This design comes from an exercise in tuning for small area, a short achievable clock period and few clock cycles on the open sky130 flow, not from production work. At most, simulation tests tie the RTL to the original design; equivalence was not proved. Power figures rest on the tool's default switching activity, not on a simulated workload.

==> module frame_loader, before the edit <==
module frame_loader #(
    parameter int H_RES   = 640,
    parameter int V_RES   = 480,
    parameter int BPP     = 1,
    parameter int RAM_LAT = 1,
    parameter int ADDR_W  = 9,
    parameter int COORD_W = 11
) (
    input  logic           CLOCK_50,
    input  logic           reset_n,
    input  logic           start,
    input  logic           abort,
    input  logic           mirror,
    output logic           busy,
    output logic           done,
    output logic [ADDR_W-1:0]    read_addr,
    input  logic [H_RES*BPP-1:0] q,
    output logic [COORD_W-1:0]   pix_x,
    output logic [COORD_W-1:0]   pix_y,
    output logic [BPP-1:0]       pix_color,
    output logic                 pix_valid,
    input  logic                 pix_ready
);
    localparam int CW = 10;
    localparam int NC = 32;           
    localparam int NG = H_RES / NC;   
    localparam logic [CW-1:0]     X_LAST = H_RES - 1;
    localparam logic [ADDR_W-1:0] Y_LAST = V_RES - 1;
    localparam logic [CW-1:0]     PRE_FWD = '1;
    localparam logic [CW-1:0]     PRE_REV = H_RES;
    logic              busy_q, done_q, valid_q, wait_q, prime_q;
    logic [ADDR_W-1:0] y_q;
    logic              mirror_q, last_q, color_q;
    logic [CW-1:0]     x_q;
    logic [NG-1:0]     grp_q;     
    logic [3:0]        lo_q;      
    logic [7:0]        hi_q;      
    logic [4:0]        g_q;       
    logic hs, row_start, step, fill, mir;
    logic pix_d;
    assign hs        = valid_q && pix_ready;
    assign row_start = !busy_q || hs && last_q;    
    assign step      = prime_q || hs && !last_q;   
    assign fill      = step;                       
    assign mir       = busy_q ? mirror_q : mirror;
    logic [CW-1:0] x_next, x_next2, x_step;
    logic [CW-1:0] x_t, x_c1, x_c2;
    assign x_t = x_q ^ {CW{mirror_q}};
    always_comb begin
        x_c1[0] = 1'b1;
        x_c2[0] = 1'b0;
        x_c2[1] = 1'b1;
        for (int i = 1; i < CW; i++) x_c1[i] = x_c1[i-1] && x_t[i-1];
        for (int i = 2; i < CW; i++) x_c2[i] = x_c2[i-1] && x_t[i-1];
    end
    assign x_next  = x_q ^ x_c1;
    assign x_next2 = x_q ^ x_c2;
    logic [CW-1:0] x_d;
    logic          color_d;
    logic [CW-1:0] x_pre;
    assign x_pre = mir ? PRE_REV : PRE_FWD;
    for (genvar i = 0; i < CW; i++) begin : g_xmux
        fl_mux u_step (.s(step), .a(x_next[i]), .b(x_q[i]), .y(x_step[i]));
        fl_mux u_row (.s(row_start), .a(x_pre[i]), .b(x_step[i]), .y(x_d[i]));
    end
    logic color_n;
    assign color_n = prime_q ? (mirror_q ? q[H_RES-1] : q[0]) : pix_d;
    fl_mux u_cmux (.s(step), .a(color_n), .b(color_q), .y(color_d));
    logic [NC-1:0] csel;
    logic [NG-1:0] grp_d;
    always_comb
        for (int k = 0; k < NC; k++) csel[k] = lo_q[k % 4] && hi_q[k / 4];
    for (genvar j = 0; j < NG; j++) begin : g_grp
        logic [3:0] oct;
        for (genvar i = 0; i < 4; i++) begin : g_oct
            fl_oct u (.d(q[NC*j + 8*i +: 8]), .sel(csel[8*i +: 8]), .y(oct[i]));
        end
        logic [1:0] pair_n;
        fl_nor2 u_p0 (.a(oct[0]), .b(oct[1]), .y(pair_n[0]));
        fl_nor2 u_p1 (.a(oct[2]), .b(oct[3]), .y(pair_n[1]));
        fl_nand2 u_g (.a(pair_n[0]), .b(pair_n[1]), .y(grp_d[j]));
    end
    logic [NG-1:0] gsel;
    always_comb
        for (int j = 0; j < NG; j++) gsel[j] = g_q == 5'(j);
    assign pix_d = |(grp_q & gsel);
    always_ff @(posedge CLOCK_50 or negedge reset_n) begin
        if (!reset_n) begin
            busy_q  <= 1'b0;
            done_q  <= 1'b0;
            valid_q <= 1'b0;
            wait_q  <= 1'b0;
            prime_q <= 1'b0;
            y_q     <= '0;
        end else begin
            done_q <= 1'b0;
            if (!busy_q) begin
                if (start && !abort && !done_q) busy_q <= 1'b1;
                prime_q <= 1'b1;
            end else if (abort) begin
                busy_q  <= 1'b0;
                valid_q <= 1'b0;
                wait_q  <= 1'b0;
                prime_q <= 1'b0;
                y_q     <= '0;
            end else if (valid_q) begin
                if (pix_ready && last_q) begin
                    valid_q <= 1'b0;
                    if (y_q == Y_LAST) begin
                        busy_q <= 1'b0;
                        done_q <= 1'b1;
                        y_q    <= '0;
                    end else begin
                        wait_q <= 1'b1;
                        y_q    <= y_q + 1'b1;
                    end
                end
            end else if (wait_q) begin
                wait_q  <= 1'b0;
                prime_q <= 1'b1;
            end else if (prime_q) begin
                prime_q <= 1'b0;
                valid_q <= 1'b1;
            end
        end
    end
    always_ff @(posedge CLOCK_50) begin
        if (!busy_q) mirror_q <= mirror;
        if (row_start) begin
            last_q <= 1'b0;
            g_q    <= mir ? 5'(NG - 1) : 5'd0;
        end else if (step) begin
            last_q  <= x_q == (mirror_q ? 10'd1 : X_LAST - 1'b1);
            g_q     <= x_next2[9:5];
        end
        x_q     <= x_d;
        color_q <= color_d;
        if (row_start) begin
            lo_q <= mir ? 4'b0100 : 4'b0010;
            hi_q <= mir ? 8'h80 : 8'h01;
        end else if (fill) begin
            lo_q <= mirror_q ? {lo_q[0], lo_q[3:1]} : {lo_q[2:0], lo_q[3]};
            if (mirror_q ? lo_q[0] : lo_q[3])
                hi_q <= mirror_q ? {hi_q[0], hi_q[7:1]} : {hi_q[6:0], hi_q[7]};
        end
        if (fill) grp_q <= grp_d;
    end
    assign busy      = busy_q;
    assign done      = done_q;
    assign read_addr = y_q;
    assign pix_x     = {{(COORD_W-CW){1'b0}}, x_q};
    assign pix_y     = {{(COORD_W-ADDR_W){1'b0}}, y_q};
    assign pix_color = color_q;
    assign pix_valid = valid_q;
endmodule
==> module fl_nor2, before the edit <==
module fl_nor2 (input logic a, b, output logic y);
    assign y = !(a || b);
endmodule
==> module fl_nand2, before the edit <==
module fl_nand2 (input logic a, b, output logic y);
    assign y = !(a && b);
endmodule
==> flow/config.mk <==
export PLATFORM = sky130hd
export DESIGN_NAME = frame_loader
export DESIGN_NICKNAME = frame_loader
export VERILOG_FILES = /design/flow/design.v
export SDC_FILE = /design/flow/constraint.sdc
export NUM_CORES = 4
export LEC_CHECK = 0
export CAP_MARGIN = 20
export CORE_AREA = 5 5 235 235
export DIE_AREA = 0 0 240 240
export SETUP_SLACK_MARGIN = 2.9
export SLEW_MARGIN = 20
export SYNTH_HIERARCHICAL = 1
export SYNTH_MINIMUM_KEEP_SIZE = 0
export TNS_END_PERCENT = 5
export BUFFER_PORTS_ARGS = -buffer_cell sky130_fd_sc_hd__buf_1
export IO_CONSTRAINTS = /design/flow/flow/io.tcl
==> flow/constraint.sdc <==
create_clock -name core_clock -period 5.0 [get_ports {CLOCK_50}]
set_input_delay 1.0000 -clock core_clock [delete_from_list [all_inputs] [get_ports {CLOCK_50}]]
set_output_delay 1.0000 -clock core_clock [all_outputs]
set_load 0.01 [all_outputs]
standard.sh (not shown) runs the stock make flow with config.mk's settings and CLKGATE_MAP_FILE= SYNTH_SCRIPT=/design/flow/synth_recipe.tcl, a recipe that flattens the netlist after the stock synthesis.
==> flow/flow/run.sh <==
#!/bin/bash
# The standard layout (standard.sh) with two changes to how it is made:
# every port is buffered by the smallest buffer, sky130_fd_sc_hd__buf_1,
# instead of the one buffer_ports picks; and the q pins are placed in bit
# order (flow/io.tcl) so that each 32-bit group of the colour select sits
# together on one edge.
set -euo pipefail
echo 'export BUFFER_PORTS_ARGS = -buffer_cell sky130_fd_sc_hd__buf_1' >> config.mk
echo "export IO_CONSTRAINTS = $PWD/flow/io.tcl" >> config.mk
if [[ -f flow/extra.mk ]]; then cat flow/extra.mk >> config.mk; fi
bash standard.sh > standard.log 2>&1
==> flow/flow/io.tcl <==
# q pins in bit order, 160 to a side, so each 32-bit group of the colour
# select sits together on one edge
set sides {bottom right top left}
for {set s 0} {$s < 4} {incr s} {
  set names {}
  for {set i [expr {$s * 160}]} {$i < [expr {($s + 1) * 160}]} {incr i} {
    lappend names "q\[$i\]"
  }
  set_io_pin_constraint -region [lindex $sides $s]:* -pin_names $names -group -order
}
The first run produced a clean layout.
Testbench counts at the start, summed over its fixed seeds: cycles 4,930,576.
Edit:
--- a/flow/design.v
+++ b/flow/design.v
@@ -72,16 +72,13 @@
         for (int k = 0; k < NC; k++) csel[k] = lo_q[k % 4] && hi_q[k / 4];
     for (genvar j = 0; j < NG; j++) begin : g_grp
         logic [3:0] oct;
         for (genvar i = 0; i < 4; i++) begin : g_oct
             fl_oct u (.d(q[NC*j + 8*i +: 8]), .sel(csel[8*i +: 8]), .y(oct[i]));
         end
-        logic [1:0] pair_n;
-        fl_nor2 u_p0 (.a(oct[0]), .b(oct[1]), .y(pair_n[0]));
-        fl_nor2 u_p1 (.a(oct[2]), .b(oct[3]), .y(pair_n[1]));
-        fl_nand2 u_g (.a(pair_n[0]), .b(pair_n[1]), .y(grp_d[j]));
+        assign grp_d[j] = |oct;
     end
     logic [NG-1:0] gsel;
     always_comb
         for (int j = 0; j < NG; j++) gsel[j] = g_q == 5'(j);
     assign pix_d = |(grp_q & gsel);
     always_ff @(posedge CLOCK_50 or negedge reset_n) begin
@@ -150,18 +147,12 @@
     assign read_addr = y_q;
     assign pix_x     = {{(COORD_W-CW){1'b0}}, x_q};
     assign pix_y     = {{(COORD_W-ADDR_W){1'b0}}, y_q};
     assign pix_color = color_q;
     assign pix_valid = valid_q;
 endmodule
-module fl_nor2 (input logic a, b, output logic y);
-    assign y = !(a || b);
-endmodule
-module fl_nand2 (input logic a, b, output logic y);
-    assign y = !(a && b);
-endmodule
 module fl_oct (
     input  logic [7:0] d,
     input  logic [7:0] sel,
     output logic       y
 );
     assign y = |(d & sel);
Non-clock buffer count rose by 39.
Utilization rose by 1.4 points.
Synthesized cell count fell by a few percent.
Clock power fell slightly.
Final cell count rose by a few percent.
Via count rose by roughly a tenth.
Setup slack degrades by 0.081 ns.
First-iteration DRC count rose by a few percent.
Wire length rose by well over a third.
Global-route usage rose by 1.8 points.
Cell area rose by a little under a tenth.
Maximum frequency fell by a few percent.
Only the layout flow was run in the second run of this note; the RTL was not checked for function there.

-- port drivers added, routing unchanged --
The flow's constraints put no driver on any port. The routed layouts listed below were extracted and timed again, unchanged, in two steps. Step 1 (the two cells are an assumption about what drives the block):
set clk [get_ports {CLOCK_50}]
set_driving_cell -lib_cell sky130_fd_sc_hd__clkbuf_16 $clk
set_driving_cell -lib_cell sky130_fd_sc_hd__buf_2 [delete_from_list [all_inputs] $clk]
Step 2 moves the port delays by t, midway between the first and last clock arrival at a register: inputs arrive t later, outputs are due t later. That takes back most of the time a late clock gives input paths. Three values: ideal ports, drivers, drivers and shift; two values: the first two.
run | t, ns | setup WS [ns] | worst slew at a driven data input, ns
the first run | 0.362 | 2.806 / 2.768 / 2.527 | 0.05
the second run | 0.386 | 2.725 / 2.725 / 2.430 | 0.15
After both steps setup and hold are still met in every run listed. For the second run, which loses most, drivers alone change the setup slack by 0.000 ns; drivers and shift together by -0.295 ns.
